Background: an optimization exercise with open tools, aiming at small area. Do not read the settings as production practice. Function was checked by simulation only, so behaviour that the tests miss may differ from the original. No activity file was given, so power comes from the tool's default toggle rates.

==> build 28 <==
==> flow/design.v (excerpt) <==
module workloadClassifier (
    input  logic                  clk,
    input  logic                  reset,
    input  logic                  instructionValid,
    input  logic [6:0]            opcode,
    output logic [7:0]            computeToll,
    output logic [7:0]            memToll,
    output logic [7:0]            controlToll,
    output classifierPkg::formatT workloadFormat,
    output logic [3:0]            workloadConfidence,
    output logic [15:0]           classificationCount,
    output logic [7:0]            adaptationRate,
    output logic                  classificationValid
);
    logic [2:0]  hit;
    logic [3:0]  activeCount;
    logic        idleOver;
    logic        decide;
    logic        windowClear;
    logic [23:0] tollVec;
    logic [11:0] countVec;
    logic [2:0]  format;
    opcodeDecoder decoderInst (
        .clk              (clk),
        .reset            (reset),
        .instructionValid (instructionValid),
        .opcode           (opcode),
        .count0           (classificationCount[0]),
        .hit              (hit),
        .activeCount      (activeCount),
        .idleOver         (idleOver),
        .decide           (decide),
        .windowClear      (windowClear)
    );
    for (genvar i = 0; i < 3; i++) begin : genShare
        opcodeShare shareInst (
            .clk         (clk),
            .reset       (reset),
            .windowClear (windowClear),
            .activeCount (activeCount),
            .category    (hit[i]),
            .count       (countVec[i*4 +: 4]),
            .toll        (tollVec[i*8 +: 8])
        );
    end
    assign computeToll = tollVec[7:0];
    assign memToll     = tollVec[15:8];
  ...
clock: 50.0 ns
lec_check: 0
abc_area: 1
cap_margin: 20
core_margin: 2
core_utilization: 60
cts_buf_list: sky130_fd_sc_hd__clkbuf_8
gpl_timing_driven: 0
place_density: 0.7
slew_margin: 20
standard.sh (not shown) runs the stock make flow with config.mk's settings and CLKGATE_MAP_FILE= SYNTH_SCRIPT=/design/flow/synth_recipe.tcl, a recipe that flattens the netlist after the stock synthesis.
==> flow/flow/run.sh <==
#!/bin/bash
# Own layout flow: the standard flow (standard.sh) with two changes, both for area:
#  - synthesis (flow/synth.tcl) is the standard flow's synthesis script with only the combinational
#    mapping changed: ABC runs flow/abc.script (amap area mapping, twice, without the delay-driven
#    buffering and upsizing) and no half/full-adder cells are extracted. Registers, their
#    names and cell types are those of the standard synthesis;
#  - the port buffers are buf_1 cells, and the buffers synthesis puts on output ports that
#    share a driver are removed at floorplan (REMOVE_ABC_BUFFERS), as the port buffers
#    that placement adds take their place.
# Each tool's log is under orfs/logs/; make's own output is in flow_make.log.
set -euo pipefail
export OWN_ABC_SCRIPT="$PWD/flow/abc.script"
bash standard.sh SYNTH_SCRIPT="$PWD/flow/synth.tcl" \
  BUFFER_PORTS_ARGS="-buffer_cell sky130_fd_sc_hd__buf_1" REMOVE_ABC_BUFFERS=1 finish > "$PWD/flow_make.log" 2>&1
==> flow/flow/abc.script <==
strash
dc2
dch
amap
strash
dch
amap
topo
==> flow/flow/synth.tcl <==
# The standard flow's synthesis script (synth_recipe.tcl) with two changes, both to the combinational
# logic only: ABC maps with flow/abc.script (area mapping without the delay-driven buffering
# and upsizing), and no half/full-adder cells are extracted (extract_fa does nothing).
# Every other pass, and so every register and its name, is the standard synthesis's.
proc synth {args} { yosys synth -nofsm -noshare {*}$args }
proc extract_fa {args} { }
proc abc {args} {
  set i [lsearch -exact $args -script]
  if { $i >= 0 } {
    set args [lreplace $args [expr { $i + 1 }] [expr { $i + 1 }] $::env(OWN_ABC_SCRIPT)]
  }
  yosys abc {*}$args
}
source $::env(SCRIPTS_DIR)/synth.tcl
# left out here: clear keep_hierarchy, flatten, clean up, hide names made inside functions, write 1_2_yosys.v
==> trial 45 (differences from build 28) <==
--- a/flow/flow/run.sh
+++ b/flow/flow/run.sh
@@ -6,9 +6,13 @@
 #    names and cell types are those of the standard synthesis;
 #  - the port buffers are buf_1 cells, and the buffers synthesis puts on output ports that
 #    share a driver are removed at floorplan (REMOVE_ABC_BUFFERS), as the port buffers
-#    that placement adds take their place.
+#    that placement adds take their place;
+#  - clock tree synthesis builds the tree from clkbuf_16 cells with sink clusters of up to 60
+#    registers, and inserts no dummy loads.
 # Each tool's log is under orfs/logs/; make's own output is in flow_make.log.
 set -euo pipefail
 export OWN_ABC_SCRIPT="$PWD/flow/abc.script"
 bash standard.sh SYNTH_SCRIPT="$PWD/flow/synth.tcl" \
-  BUFFER_PORTS_ARGS="-buffer_cell sky130_fd_sc_hd__buf_1" REMOVE_ABC_BUFFERS=1 finish > "$PWD/flow_make.log" 2>&1
+  BUFFER_PORTS_ARGS="-buffer_cell sky130_fd_sc_hd__buf_1" REMOVE_ABC_BUFFERS=1 \
+  CTS_ARGS="-sink_clustering_enable -repair_clock_nets -buf_list sky130_fd_sc_hd__clkbuf_16 -sink_clustering_size 60 -sink_clustering_max_diameter 400 -dont_use_dummy_load" \
+  finish > "$PWD/flow_make.log" 2>&1
--- a/flow/config.mk
+++ b/flow/config.mk
@@ -9,7 +9,7 @@
 export CAP_MARGIN = 20
 export CORE_MARGIN = 2
 export CORE_UTILIZATION = 60
-export CTS_BUF_LIST = sky130_fd_sc_hd__clkbuf_8
+export CTS_BUF_LIST = sky130_fd_sc_hd__clkbuf_16
 export GPL_TIMING_DRIVEN = 0
 export PLACE_DENSITY = 0.7
 export SLEW_MARGIN = 20
==> build 46 (differences from build 28) <==
==> flow/flow/run.sh (replaced) <==
#!/bin/bash
set -euo pipefail
export OWN_ABC_SCRIPT="$PWD/flow/abc.script"
bash standard.sh SYNTH_SCRIPT="$PWD/flow/synth.tcl" \
  BUFFER_PORTS_ARGS="-buffer_cell sky130_fd_sc_hd__buf_1" REMOVE_ABC_BUFFERS=1 \
  CTS_ARGS="-sink_clustering_enable -repair_clock_nets -buf_list sky130_fd_sc_hd__clkbuf_8 -dont_use_dummy_load" \
  finish > "$PWD/flow_make.log" 2>&1
==> comparison <==
- Global-route usage: trial 45 is higher than build 28 (0.52 points).
- Utilization, highest first: trial 45, build 28, build 46.
- Between build 28 and trial 45, the lower wire length is in build 28 (gap about 0.7%, measured against trial 45).
- The highest total power belongs to trial 45, the lowest to build 46.

==> run a: inputs <==
workloadClassifier again, from the RTL that the note above started with.
## workloadClassifier
module workloadClassifier (
    input  logic                  clk,
    input  logic                  reset,
    input  logic                  instructionValid,
    input  logic [6:0]            opcode,
    output logic [7:0]            computeToll,
    output logic [7:0]            memToll,
    output logic [7:0]            controlToll,
    output classifierPkg::formatT workloadFormat,
    output logic [3:0]            workloadConfidence,
    output logic [15:0]           classificationCount,
    output logic [7:0]            adaptationRate,
    output logic                  classificationValid
);
export LEC_CHECK = 0
export ABC_AREA = 1
export CAP_MARGIN = 20
export CORE_MARGIN = 2
export CORE_UTILIZATION = 60
export CTS_BUF_LIST = sky130_fd_sc_hd__clkbuf_8
export GPL_TIMING_DRIVEN = 0
export PLACE_DENSITY = 0.7
export SLEW_MARGIN = 20
create_clock -name core_clock -period 50.0 [get_ports {clk}]
==> flow/flow/run.sh <==
#!/bin/bash
# Own layout flow: the standard flow (standard.sh) with two changes, both for area:
#  - synthesis (flow/synth.tcl) is the standard flow's synthesis script with only the combinational
#    mapping changed: ABC runs flow/abc.script (amap area mapping, twice, without the delay-driven
#    buffering and upsizing) and no half/full-adder cells are extracted. Registers, their
#    names and cell types are those of the standard synthesis;
#  - the port buffers are buf_1 cells.
# Each tool's log is under orfs/logs/; make's own output is in flow_make.log.
set -euo pipefail
export OWN_ABC_SCRIPT="$PWD/flow/abc.script"
bash standard.sh SYNTH_SCRIPT="$PWD/flow/synth.tcl" \
  BUFFER_PORTS_ARGS="-buffer_cell sky130_fd_sc_hd__buf_1" finish > "$PWD/flow_make.log" 2>&1
Scripts as last shown in full above: flow/flow/abc.script, flow/flow/synth.tcl
==> run b (differences from run a) <==
==> flow/flow/run.sh (replaced) <==
#!/bin/bash
set -euo pipefail
export OWN_ABC_SCRIPT="$PWD/flow/abc.script"
bash standard.sh SYNTH_SCRIPT="$PWD/flow/synth.tcl" \
  BUFFER_PORTS_ARGS="-buffer_cell sky130_fd_sc_hd__buf_1" REMOVE_ABC_BUFFERS=1 SKIP_REPAIR_TIE_FANOUT=1 \
  CTS_ARGS="-sink_clustering_enable -repair_clock_nets -buf_list sky130_fd_sc_hd__clkbuf_8 -dont_use_dummy_load" \
  finish > "$PWD/flow_make.log" 2>&1
==> run notes <==
- Of run b and run a, run a has the higher fmax (gap 0.22%, measured against run a).
- In synthesized area, run a and run b do not differ.
- In sequential power, run b and run a hardly differ.
- In run b the non-clock buffer count is lower than in run a, by 7.
- Between run a and run b, the lower global-route usage is in run a (gap 0.20 points).
- In run b the worst setup slack is lower than in run a, by 0.038 ns.
- In run b the cell count is lower than in run a, by about 1.3%.
- In run a the power is larger than in run b, by 8.8%.

==> port drivers added, routing unchanged <==
The results above use ideal ports. As a check the final layouts listed here were re-extracted and re-timed, cells and wires unchanged. Step 1: set_driving_cell puts a clkbuf_16 on clk and a buf_2 on each other input, an assumption about the parent block. Step 2 adds t to the input delays and takes it off the output delays; t is the mean of the earliest and latest rising clock arrival at the registers after step 1. Input paths then give back, and output paths get back, about the clock's delay inside the block. a / b / c = ideal / step 1 / step 2; a / b = the first two.
run | t (ns) | slack for setup (ns) | worst setup path at the end | worst register clock-pin slew, ns | worst data-port slew with drivers (ns)
build 28 | 0.340 | 32.893 / 32.863 / 33.202 | register to output | 0.11 / 0.11 | 0.03
trial 45 | 0.323 | 32.738 / 32.704 / 33.027 | register to output | 0.08 / 0.08 | 0.03
build 46 | 0.334 | 32.816 / 32.785 / 33.118 | register to output | 0.11 / 0.11 | 0.03
run a | 0.340 | 32.823 / 32.792 / 33.132 | register to output | 0.10 / 0.10 | 0.03
run b | 0.331 | 32.785 / 32.751 / 33.082 | register to output | 0.10 / 0.10 | 0.03
After both steps setup and hold are still met in every run listed.
